Background: an optimization exercise with open tools, aiming at small area, a short achievable clock period and few clock cycles per item. Do not read the settings as production practice. The RTL was checked by simulation tests, not by an equivalence proof against the original design. No activity file was given, so power comes from the tool's default toggle rates.

red:
Design execCluster, start of the top module:
module execCluster
(
    input  logic           clk,
    input  logic           rst,
    input  logic           inValid,
    output logic           inReady,
    input  logic [128:0]   inPkt,      
    output logic           outValid,
    input  logic           outReady,
    output logic [136:0]   outPkt      
);
Size in the first run: about 2,300 cells after synthesis, roughly 550 flip-flops, ~29,000 um2 of cells after synthesis.
==> flow/config.mk <==
export PLATFORM = sky130hd
export DESIGN_NAME = execCluster
export DESIGN_NICKNAME = execCluster
export VERILOG_FILES = /design/flow/design.v
export SDC_FILE = /design/flow/constraint.sdc
export NUM_CORES = 4
export LEC_CHECK = 0
export ABC_CLOCK_PERIOD_IN_PS = 2000
export CAP_MARGIN = 20
export CORE_MARGIN = 2
export CORE_UTILIZATION = 60
export CTS_CLUSTER_DIAMETER = 100
export CTS_CLUSTER_SIZE = 30
export PLACE_DENSITY = 0.7
export SETUP_SLACK_MARGIN = 3.3
export SLEW_MARGIN = 20
==> flow/constraint.sdc <==
create_clock -name core_clock -period 6.5 [get_ports {clk}]
set_input_delay 1.3000 -clock core_clock [delete_from_list [all_inputs] [get_ports {clk}]]
set_output_delay 1.3000 -clock core_clock [all_outputs]
set_load 0.01 [all_outputs]
standard.sh (not shown) runs the stock make flow with config.mk's settings and CLKGATE_MAP_FILE= SYNTH_SCRIPT=/design/flow/synth_recipe.tcl, a recipe that flattens the netlist after the stock synthesis.
==> flow/flow/run.sh <==
#!/bin/bash
# The standard ORFS layout, with the smallest buffer as the port buffer
# cell (every input and output port still gets its own buffer).
set -euo pipefail
bash standard.sh "BUFFER_PORTS_ARGS=-buffer_cell sky130_fd_sc_hd__buf_1" finish > standard_flow.log 2>&1
Testbench counts of red, summed over its fixed seeds: cycles 8,299, items 7,200.
Edits applied to the flow inputs when going from red to blue:
--- a/flow/design.v
+++ b/flow/design.v
@@ -125,21 +125,21 @@
     input  logic           rst,
     input  logic           inValid,
     output logic           inReady,
     input  logic [128:0]   inPkt,      
     output logic           outValid,
     input  logic           outReady,
     output logic [136:0]   outPkt      
 );
     logic [128:0] nx;     
     logic [31:0] iIns, iPc, iRs, iRt, iRtRev, iB, iX, iA, iSImm;
-    logic        iIrq, iIsR, iIsBr, iSub, iCi, iEq, iRsZero, iTk, iSelLog, iSelSh;
+    logic        iIrq, iIsR, iIsBr, iSub, iCi, iEq, iRsZero, iTk;
     logic [5:0]  iOp, iFn;
     logic [15:0] iImm, iF;
     assign iIns  = nx[128:97];
     assign iPc   = nx[96:65];
     assign iRs   = nx[64:33];
     assign iRt   = nx[32:1];
     assign iIrq  = nx[0];
     assign iOp   = iIns[31:26];
     assign iFn   = iIns[5:0];
     assign iImm  = iIns[15:0];
@@ -150,36 +150,34 @@
                         : (iOp == 6'h0a || iOp == 6'h0b);
     always_comb begin
         for (int i = 0; i < 32; i++) iRtRev[i] = iRt[31-i];
     end
     assign iB    = iIsR ? ((iFn == 6'h00) ? iRtRev : iRt) : iIsBr ? {iSImm[29:0], 2'b00} : (iOp == 6'h0f) ? {iImm, 16'd0}
                  : (iOp == 6'h0c) ? {16'd0, iImm} : iSImm;
     assign iX    = iB ^ {32{iSub}};
     assign iCi   = iSub | iIsBr;
     assign iA    = iIsBr ? {iPc[31:2], 2'b11} : iRs;
     assign iF    = iIsR ? iIns[15:0] : iIns[31:16];
-    assign iSelLog = iIsR ? (iFn[5:2] == 4'b1001) : (iOp == 6'h0c);        
-    assign iSelSh  = iIsR & (iFn == 6'h00 || iFn == 6'h02 || iFn == 6'h03);  
     assign iEq     = (iRs == iRt);
     assign iRsZero = (iRs == 32'd0);
     always_comb begin
         case (iOp[2:0])
             3'b100:  iTk = iEq;                    
             3'b101:  iTk = ~iEq;                   
             3'b110:  iTk = iRs[31] | iRsZero;      
             3'b111:  iTk = ~iRs[31] & ~iRsZero;    
             default: iTk = iRs[31];                
         endcase
     end
-    localparam int HD_W = 150;
+    localparam int HD_W = 148;
     logic [HD_W-1:0] hdNext;
-    assign hdNext = {iSelLog, iSelSh, iIsR, iCi, iTk, iF, iRt, iX, iPc, iA, iIrq};
+    assign hdNext = {iIsR, iCi, iTk, iF, iRt, iX, iPc, iA, iIrq};
     logic [HD_W-1:0]   hd;
     logic [128:0]      r0, r1;
     logic              vh;
     logic [1:0]        occ;      
     logic              wp, rp;   
     logic              take, acc, hdLoad, fromRing;
     logic [1:0]        occNext;
     logic              rdy;      
     assign inReady  = rdy;
     assign acc      = inValid & inReady;
@@ -201,26 +199,26 @@
             wp  <= 1'b0;
             rp  <= 1'b0;
         end else begin
             if (hdLoad) vh <= fromRing;
             occ <= occNext;
             rdy <= ~&occNext;
             if (acc)                 wp <= ~wp;
             if (hdLoad && fromRing)  rp <= ~rp;
         end
     end
-    logic        isR, ci, tk, irq, hSelLog, hSelSh;
+    logic        isR, ci, tk, irq;
     logic [15:0] f;
     logic [31:0] rt, x, pc, rs;
     logic [5:0]  op, fn;
     logic [4:0]  sh;
-    assign {hSelLog, hSelSh, isR, ci, tk, f, rt, x, pc, rs, irq} = hd;     
+    assign {isR, ci, tk, f, rt, x, pc, rs, irq} = hd;     
     assign op = isR ? 6'h00 : f[15:10];
     assign fn = f[5:0];
     assign sh = f[10:6];
     logic isBr, isJ, isJal, isAndi, isSlti, isSltiu, isLw, isSw, legal, trap;
     logic fnAnd, fnOr, fnXor, fnNor, fnSll, fnSrl, fnSra, fnSlt, fnSltu, fnJr, fnJalr;
     assign isBr    = (op == 6'h01) | (op[5:2] == 4'b0001);
     assign isJ     = (op == 6'h02);
     assign isJal   = (op == 6'h03);
     assign isAndi  = (op == 6'h0c);
     assign isSlti  = (op == 6'h0a);
@@ -344,21 +342,21 @@
         end else if (isJal) begin
             wbReg = 5'd31;
             wbAlu = 1'b0;
         end else if (isLw) begin
             wbAlu   = 1'b0;
             wbOther = 32'd0;
         end
     end
     logic [31:0] alu, aluOther;
     always_comb begin
-        aluOther    = ({32{hSelLog}} & logicY) | ({32{hSelSh}} & shOut);
+        aluOther    = ({32{selLog}} & logicY) | ({32{selSh}} & shOut);
         aluOther[0] = aluOther[0] | (selTk & tk);
         alu         = selSum ? sum[31:0] : aluOther;
         alu[0]      = alu[0] | (selLtS & ltS) | (selLtU & ltU);
     end
     logic [31:0] nextPc, nextPcOther;
     logic        brSel;
     assign brSel = isBr & tk & ~irq;
     always_comb begin
         if (irq)                            nextPcOther = 32'h8000_0004;
         else if (!legal)                    nextPcOther = 32'h8000_0008;
Notes after the runs:
- Utilization, blue and red: larger value in red
- Number of global-route vias before repair (blue vs. red) increases by a few percent
- | leakage power | blue vs red | better |
- Going from red to blue, cell area after placement shrinks by 0.45%.
- Compared with red, blue ends up with less cell area.
- Against red, blue reports a proportion of synthesized area in mux cells that is lower.
Testbench counts of blue, summed over its fixed seeds: cycles 8,299, items 7,200.

==> afterwards: timing with drivers on the ports <==
In the flow no input, the clock included, has a driving cell. The finished layouts below were timed again as built, in two steps. Step 1: set_driving_cell puts a clkbuf_16 on clk and a buf_2 on each other input, an assumption about the parent block. Step 2 also shifts input and output timing later by t, the mid clock arrival at the registers, as if the neighbouring blocks saw the same clock. Three values: no drivers, after step 1, after step 2; two values: the first two.
| run | t, ns | setup WS [ns] | worst hold slack (ns) | clock arrival spread, ns | worst slew at a driven data input, ns |
|---|---|---|---|---|---|
| red | 0.650 | 3.245 / 3.245 / 3.142 | 0.421 / 0.421 / 0.421 | 0.034 / 0.034 | 0.07 |
| blue | 0.638 | 3.250 / 3.250 / 3.119 | 0.418 / 0.418 / 0.418 | 0.042 / 0.042 | 0.07 |
After both steps setup and hold are still met in every run listed. The setup slack of blue, which loses most, moves by 0.000 ns with the drivers and by -0.131 ns with both steps.
